From an optimization exercise on the open Yosys and OpenROAD flow, aimed at small area, a short achievable clock period and few clock cycles per item; shortcuts taken in it are not production practice. The RTL was checked by simulation tests, not by an equivalence proof against the original design.

`flow/constraint.sdc`:
```
create_clock -name core_clock -period 12.0 [get_ports {clk}]
set_input_delay 2.4000 -clock core_clock [delete_from_list [all_inputs] [get_ports {clk}]]
set_output_delay 2.4000 -clock core_clock [all_outputs]
set_load 0.01 [all_outputs]
```
`flow/design.v`:
```
`default_nettype none
package cg_pkg;
	typedef logic signed [32-1:0] fix_t;
	typedef logic signed [63:0] acc_t;
	typedef struct packed {
		fix_t x;
		fix_t r;
		fix_t p;
		fix_t ap;
	} cg_elem_t;
	typedef struct packed {
		fix_t rr;
		fix_t pap;
	} cg_pair_t;
	typedef struct packed {
		fix_t x_new;
		fix_t r_new;
	} cg_out_t;
endpackage
`default_nettype wire
`default_nettype none
module cg_alpha_divider
#(
	parameter int S = 2
)
(
	input wire clk,
	input wire reset,
	input wire push,
	input wire [31:0] mag_n,
	input wire [31:0] mag_d,
	input wire [5:0] lz_n,
	input wire [5:0] lz_d,
	input wire negative,
	input wire zero,
	input wire take,
	output logic ready,
	output logic [31:0] alpha,
	output logic alpha_zero
);
	localparam int K = 2 * S;
	localparam int IW = 32 + 48 + 32 + 34 + 6 + 2;
	logic signed [7:0] m;
	logic [5:0] mm;
	logic [47:0] num;
	logic [47:0] rem0;
	logic [47:0] work0;
	logic [IW-1:0] init;
	always_comb
	begin
		m = 8'd17 + {2'b0, lz_d} - {2'b0, lz_n};
		if (m <= 0)
			mm = 6'd0;
		else if (m >= 48)
			mm = 6'd48;
		else
			mm = 6'(((m + K - 1) / K) * K);
		num = {mag_n, 16'b0};
		rem0 = num >> mm;
		work0 = num << (6'd48 - mm);
		init = {negative, zero, 6'(mm / K), {2'b0, mag_d} + {1'b0, mag_d, 1'b0}, mag_d,
			work0, rem0[31:0]};
	end
	logic pend_v;
	logic [IW-1:0] pend;
	logic running;
	logic [5:0] left;
	logic [47:0] work;
	logic [31:0] rem;
	logic [31:0] dvs;
	logic [33:0] dvs3;
	logic neg_r;
	logic zero_r;
	logic free;
	logic start;
	logic [IW-1:0] load;
	assign ready = running && (left == 6'd0);
	assign free = !running || (ready && take);
	assign start = free && (pend_v || push);
	assign load = pend_v ? pend : init;
	logic [31:0] rem_n;
	logic [47:0] work_n;
	always_comb
	begin
		logic [33:0] trial;
		logic [34:0] d1;
		logic [34:0] d2;
		logic [34:0] d3;
		rem_n = rem;
		work_n = work;
		for (int i = 0; i < S; i++)
		begin
			trial = {rem_n, work_n[47:46]};
			d1 = {1'b0, trial} - {3'b0, dvs};
			d2 = {1'b0, trial} - {2'b0, dvs, 1'b0};
			d3 = {1'b0, trial} - {1'b0, dvs3};
			if (!d3[34])
			begin
				work_n = {work_n[45:0], 2'd3};
				rem_n = d3[31:0];
			end
			else if (!d2[34])
			begin
				work_n = {work_n[45:0], 2'd2};
				rem_n = d2[31:0];
			end
			else if (!d1[34])
			begin
				work_n = {work_n[45:0], 2'd1};
				rem_n = d1[31:0];
			end
			else
			begin
				work_n = {work_n[45:0], 2'd0};
				rem_n = trial[31:0];
			end
		end
	end
	assign alpha = zero_r ? 32'd0 : (neg_r ? -work[31:0] : work[31:0]);
	assign alpha_zero = zero_r;
	always_ff @(posedge clk)
	begin
		if (reset)
		begin
			running <= 1'b0;
			pend_v <= 1'b0;
		end
		else
		begin
			if (start)
				pend_v <= pend_v && push;
			else if (push)
				pend_v <= 1'b1;
			if (start)
			begin
				running <= 1'b1;
				left <= load[IW-3 -: 6];
			end
			else if (ready && take)
				running <= 1'b0;
			else if (running && (left != 6'd0))
				left <= left - 6'd1;
		end
	end
	always_ff @(posedge clk)
	begin
		if (push && !(start && !pend_v))
			pend <= init;
		if (start)
		begin
			rem <= load[31:0];
			work <= load[79:32];
			dvs <= load[111:80];
			dvs3 <= load[145:112];
			zero_r <= load[IW-2];
			neg_r <= load[IW-1];
		end
		else if (running && (left != 6'd0))
		begin
			rem <= rem_n;
			work <= work_n;
		end
	end
endmodule
`default_nettype wire
`default_nettype none
module cg_step_top
(
	input wire clk,
	input wire reset,
	input wire in_valid,
	input wire [127:0] in_elem,
	output logic busy,
	output logic out_valid,
	output logic [63:0] out_elem,
	output logic out_last,
	output logic zero_div
);
	localparam int M = 16;
	localparam int AW = 4;
	logic [127:0] mem [M];
	logic [AW-1:0] wr_ptr;
	logic [AW-1:0] rd_ptr;
	logic [AW:0] count;
	logic rd_go;
	always_ff @(posedge clk)
	begin
		if (in_valid)
			mem[wr_ptr] <= in_elem;
	end
	logic [2:0] in_cnt;
	logic s0_v;
	logic s0_first;
	logic s0_last;
	logic signed [31:0] s0_r;
	logic signed [31:0] s0_p;
	logic signed [31:0] s0_ap;
	always_ff @(posedge clk)
	begin
		if (reset)
		begin
			in_cnt <= '0;
			s0_v <= 1'b0;
			s0_first <= 1'b0;
			s0_last <= 1'b0;
		end
		else
		begin
			if (in_valid)
				in_cnt <= in_cnt + 3'd1;
			s0_v <= in_valid;
			s0_first <= in_valid && (in_cnt == 3'd0);
			s0_last <= in_valid && (in_cnt == 3'd7);
		end
	end
	always_ff @(posedge clk)
	begin
		if (in_valid)
		begin
			s0_r <= in_elem[95:64];
			s0_p <= in_elem[63:32];
			s0_ap <= in_elem[31:0];
		end
	end
	logic [47:0] acc_rr;
	logic [47:0] acc_pap;
	logic dot_done;
	logic signed [63:0] sq_rr;
	logic signed [63:0] pr_pap;
	assign sq_rr = s0_r * s0_r;
	assign pr_pap = s0_p * s0_ap;
	always_ff @(posedge clk)
	begin
		if (s0_v)
		begin
			acc_rr <= (s0_first ? 48'd0 : acc_rr) + sq_rr[47:0];
			acc_pap <= (s0_first ? 48'd0 : acc_pap) + pr_pap[47:0];
		end
	end
	always_ff @(posedge clk)
	begin
		if (reset)
			dot_done <= 1'b0;
		else
			dot_done <= s0_v && s0_last;
	end
	function automatic logic [5:0] lzc32(input logic [31:0] v);
		lzc32 = 6'd32;
		for (int i = 0; i < 32; i++)
			if (v[i])
				lzc32 = 6'(31 - i);
	endfunction
	logic [31:0] rr;
	logic [31:0] pap;
	logic [31:0] mag_n;
	logic [31:0] mag_d;
	always_comb
	begin
		rr = acc_rr[47:16];
		pap = acc_pap[47:16];
		mag_n = rr[31] ? -rr : rr;
		mag_d = pap[31] ? -pap : pap;
	end
	logic div_ready;
	logic div_take;
	logic [31:0] div_alpha;
	logic div_zero;
	cg_alpha_divider #(.S(2)) u_div (
		.clk(clk),
		.reset(reset),
		.push(dot_done),
		.mag_n(mag_n),
		.mag_d(mag_d),
		.lz_n(lzc32(mag_n)),
		.lz_d(lzc32(mag_d)),
		.negative(rr[31] ^ pap[31]),
		.zero(pap == 32'd0),
		.take(div_take),
		.ready(div_ready),
		.alpha(div_alpha),
		.alpha_zero(div_zero)
	);
	logic [2:0] rd_cnt;
	logic u_v;
	logic u_last;
	logic [127:0] u_e;
	logic signed [31:0] alpha;
	logic alpha_zero;
	assign rd_go = (rd_cnt != 3'd0) || div_ready;
	assign div_take = (rd_cnt == 3'd0) && div_ready;
	always_ff @(posedge clk)
	begin
		if (reset)
		begin
			rd_cnt <= '0;
			rd_ptr <= '0;
			wr_ptr <= '0;
			count <= '0;
			u_v <= 1'b0;
			u_last <= 1'b0;
		end
		else
		begin
			if (in_valid)
				wr_ptr <= wr_ptr + 1'b1;
			if (rd_go)
			begin
				rd_ptr <= rd_ptr + 1'b1;
				rd_cnt <= rd_cnt + 3'd1;
			end
			count <= count + (AW+1)'(in_valid) - (AW+1)'(rd_go);
			u_v <= rd_go;
			u_last <= rd_go && (rd_cnt == 3'd7);
		end
	end
	always_ff @(posedge clk)
	begin
		if (rd_go)
			u_e <= mem[rd_ptr];
		if (div_take)
		begin
			alpha <= div_alpha;
			alpha_zero <= div_zero;
		end
	end
	logic [AW:0] reads_left;
	assign reads_left = rd_go ? (AW+1)'(4'd8 - {1'b0, rd_cnt}) : '0;
	assign busy = (count - reads_left) > (AW+1)'(M - 8);
	logic signed [63:0] pr_x;
	logic signed [63:0] pr_r;
	logic signed [31:0] u_p;
	logic signed [31:0] u_ap;
	assign u_p = u_e[63:32];
	assign u_ap = u_e[31:0];
	assign pr_x = alpha * u_p;
	assign pr_r = alpha * u_ap;
	always_ff @(posedge clk)
	begin
		if (reset)
		begin
			out_valid <= 1'b0;
			out_last <= 1'b0;
			zero_div <= 1'b0;
		end
		else
		begin
			out_valid <= u_v;
			out_last <= u_v && u_last;
			zero_div <= u_v && alpha_zero;
		end
	end
	always_ff @(posedge clk)
	begin
		if (u_v)
		begin
			out_elem[63:32] <= u_e[127:96] + pr_x[47:16];
			out_elem[31:0] <= u_e[95:64] - pr_r[47:16];
		end
	end
endmodule
`default_nettype wire
```
`flow/run.sh`:
```
#!/bin/bash
# synth_recipe.tcl (not shown) runs the flow's synth.tcl, then flattens the netlist and writes it again
# the make line also repeats each setting of config.mk as NAME=value (left out here)
make -C /OpenROAD-flow-scripts/flow DESIGN_CONFIG=/design/flow/config.mk WORK_HOME=/design/flow/orfs CLKGATE_MAP_FILE= SYNTH_SCRIPT=/design/flow/synth_recipe.tcl finish
```
`flow/config.mk`:
```
export PLATFORM = sky130hd
export DESIGN_NAME = cg_step_top
export DESIGN_NICKNAME = cg_step_top
export VERILOG_FILES = /design/flow/design.v
export SDC_FILE = /design/flow/constraint.sdc
export NUM_CORES = 4
export LEC_CHECK = 0
export CAP_MARGIN = 20
export CORE_MARGIN = 2
export CORE_UTILIZATION = 40
export SLEW_MARGIN = 20
```
==> qor.csv <==
metric,value,unit
cp.depth,38,
setup-violations-final,0,
cp-startpoint,alpha[12]$_SDFFCE_PP0P_,
cts_buffers,308,
post-place-cells,27338,
synth.avg_cell_area,11.9,um^2
area_growth,9.26,%
overflow,0,
period_needed,11.39,ns
worst_r2r_startpoint,alpha[12]$_SDFFCE_PP0P_,
vias_per_cell,5.33,
grt_max_degree,130,
syn_nets,24442,
fillCellCount,53754,
max_slew_margin,13.0,%
drive_gt1_share,8.33,%
synth_area,237000,um^2
yosys.area.top_type,edfxtp_1,
synth_top_area_share,34.9,%
hold_path.class,register to register,
slowest_delay,0.67,ns
clock.fmax,0.0878,GHz
dr.pass1.iters,6,
final_area,258000,um^2
cp.required,12.73,ns
slowest_stage,edfxtp_1,
finalHoldViolations,0,
crit_top_cell,fa_1,
start_util,40.1,%
cts_tree,done,
dieArea,598000,um^2
maxSlewViolCount,0,
wl,675,mm
drv_cap,0,
skew,0.163,ns
yosysSeqAreaShare,35.2,%
met3_usage,3.95,%
drt_iter0_drc,13602,
die_height,773,um
cts.path.max_buffers,4,
cts_root_buffer,clkbuf_16,
grt_use_total,22.7,%
clkSinkCount,2783,
grt_pass1_wl,1020,mm
drc_errors,0,
reg2reg_depth,38,
worst_ep_arrival_time,12.12,ns
placed_area,249000,um^2
pin_count,199,
cp-start-kind,register,
synth_area_leaders,"edfxtp_1 (35%), fa_1 (29%), inv_1 (6.2%)",
grt_use_met2,36.0,%
wl_per_cell,24.2,um
top_usage_layer,met2,
rsz0062_at_grt,no,
status,no timing/DRC/antenna violations,
synth_edf_count,2753,
tightest_slew,1.30,ns
postCtsHoldBufs,0,
yosysWarnings,2,
critPathMaxFanout,28,
dp_hpwl,503,mm
ys.flop_type,edfxtp_1,
setup_tns,0,ns
worst_path_dominant_cell_family,adder cells,
numPortBuffers,198,
async_reset_ff_share,0,%
syn_inst,19850,
timing.final.crit_share,94.9,%
gr-usage-met1,32.1,%
antenna_found_initial,104,
clk_pin_slew_worst_paths,0.06,ns
ant_nets,0,
htreeDepth,5,
hp-start,u_last$_SDFF_PP0_,
row_count,282,
ys_ff_latch,2783,
end_kind,register,
core,590000,um^2
place_congestion,0.917,
fin_nets,24439,
grt_pass1_vias,155146,
ys_types,95,
hold_path_depth,1,
final_cells,27930,
crit_type,register to register,
vias,148886,
clk_latency,1.04,ns
crit_buf_inv,8,
die_w,773,um
area by class of cell:
type / count / area (um^2) / share of cell area [%]
antenna: 44 / 110 / 0.0426
tap: 7810 / 9770 / 3.78
timing repair buffer: 616 / 5760 / 2.23
clock inverter: 157 / 1400 / 0.543
inverter: 3929 / 14800 / 5.71
sequential: 2783 / 83300 / 32.2
multi-input combinational: 12209 / 135000 / 52.3
clock buffer: 382 / 8090 / 3.13
cells in the final DEF (no fill, tap or decap), types with 44 or more instances in the layout:
master / instances
inv_1: 3920
fa_1: 3431
edfxtp_1: 2753
nand2_1: 2665
ha_1: 1030
and2_1: 781
mux4_2: 634
nor2_1: 489
a21oi_1: 451
xnor2_1: 443
buf_4: 367
o21ai_0: 321
clkbuf_16: 312
xor2_1: 203
clkdlybuf4s50_1: 197
nor2b_1: 185
a21o_1: 170
nand2b_1: 132
nor3_1: 116
o21a_1: 100
mux2_2: 96
a211oi_1: 92
nand3_1: 80
clkbuf_1: 68
mux2i_1: 64
clkinv_1: 60
o31ai_1: 57
a31oi_1: 53
and3_1: 46
clkinv_2: 46
diode_2: 44
per-layer routing:
layer,wire (um),vias up
met5,285,-
li1,-,63917
met1,286000,78493
met2,312000,5395
met3,54000,1037
met4,23100,44
worst paths after layout:
| kind | endpoint | slack (ns) |
|---|---|---|
| worst max-delay path | out_elem[30]$_DFFE_PP_ | 0.61 |
| worst max register to register | out_elem[30]$_DFFE_PP_ | 0.61 |
| worst min register to register | out_last$_SDFF_PP0_ | 0.43 |
| worst min-delay path | out_last$_SDFF_PP0_ | 0.43 |
worst register-to-register path, delay by kind of cell (launching register included):
family,cells,cell delay (ns)
fa+ha+maj,10,4.58
compound gates,12,3.35
simple gates,6,1.23
buf+inv,8,0.88
flops,1,0.67
xor+xnor,2,0.33
cell usage after synthesis (57+ instances only):
cell         n
clkbuf_1   813
a21oi_1    452
nor2b_1    185
a21o_1     170
and2_1     781
nor2_1     501
xor2_1     203
o21ai_0    323
xnor2_1    447
ha_1      1030
o21a_1     101
mux2i_1     65
nor3_1     121
inv_1     3921
buf_1      105
nand2_1   2666
o31ai_1     57
mux4_2     634
nand3_1     80
nand2b_1   132
a211oi_1    93
mux2_2      96
fa_1      3431
edfxtp_1  2753
sequential cells by signal, summed over array words and instances (netlist names), 3 cells and up:
| name | flops |
|---|---|
| mem | 2048 |
| u_div.pend | 135 |
| u_e | 128 |
| out_elem | 64 |
| acc_pap | 48 |
| acc_rr | 48 |
| u_div.work | 48 |
| u_div.dvs3 | 34 |
| alpha | 32 |
| s0_ap | 32 |
| s0_p | 32 |
| s0_r | 32 |
| u_div.rem | 32 |
| u_div.dvs | 31 |
| u_div.left | 6 |
| count | 5 |
| rd_ptr | 4 |
| wr_ptr | 4 |
| in_cnt | 3 |
| rd_cnt | 3 |
metrics by stage:
stage	hold WS [ns]	setup WS (ns)	util [%]
after floorplan	0.406	2.05	-
after global placement	0.416	0.502	42.2
after detailed placement	0.417	0.505	42.2
after CTS	0.431	0.421	43.8
after global routing	0.456	0.0148	43.8
final	0.427	0.607	43.8
cell families after synthesis:
kind of cell	after synthesis	share of synthesized area, %
buffers and inverters	4858	7.71
AO/OA/AOI/OAI	1594	4.37
AND/OR/NAND/NOR	4708	9.06
flip-flops	2783	35.2
multiplexers	795	6.77
XOR/XNOR	650	2.41
adder cells (fa/ha/maj)	4462	34.5
timing repair:
item / CTS / global route
endpoints found under the setup margin: 0 / 2
setup buffers: 0 / 2
gates resized for setup: 0 / 1
hold endpoints to repair: 0 / 0
Testbench counts, summed over its fixed seeds: cycles 1,160, items 128.

## separate check: timing with driven ports
No port has a modelled driver above. Below, the same layout with a new extraction and two added sets of constraints. Step 1 (the two cells are an assumption about what drives the block):
set clk [get_ports {clk}]
set_driving_cell -lib_cell sky130_fd_sc_hd__clkbuf_16 $clk
set_driving_cell -lib_cell sky130_fd_sc_hd__buf_2 [delete_from_list [all_inputs] $clk]
Step 2, shift: input delay + t, output delay - t, t = (earliest + latest rising clock arrival at the registers) / 2. This alone moves slack from input paths to output paths. Slacks: ideal / step 1 / step 2; pairs: ideal / step 1.
t (ns): 1.077
slack for setup (ns): 0.607 / 0.607 / 0.607
worst hold slack (ns): 0.427 / 0.427 / 0.427
worst data-port slew with drivers (ns): 0.36
After both steps this run still meets setup and hold. For this run, drivers alone change the setup slack by 0.000 ns; drivers and shift together by 0.000 ns.
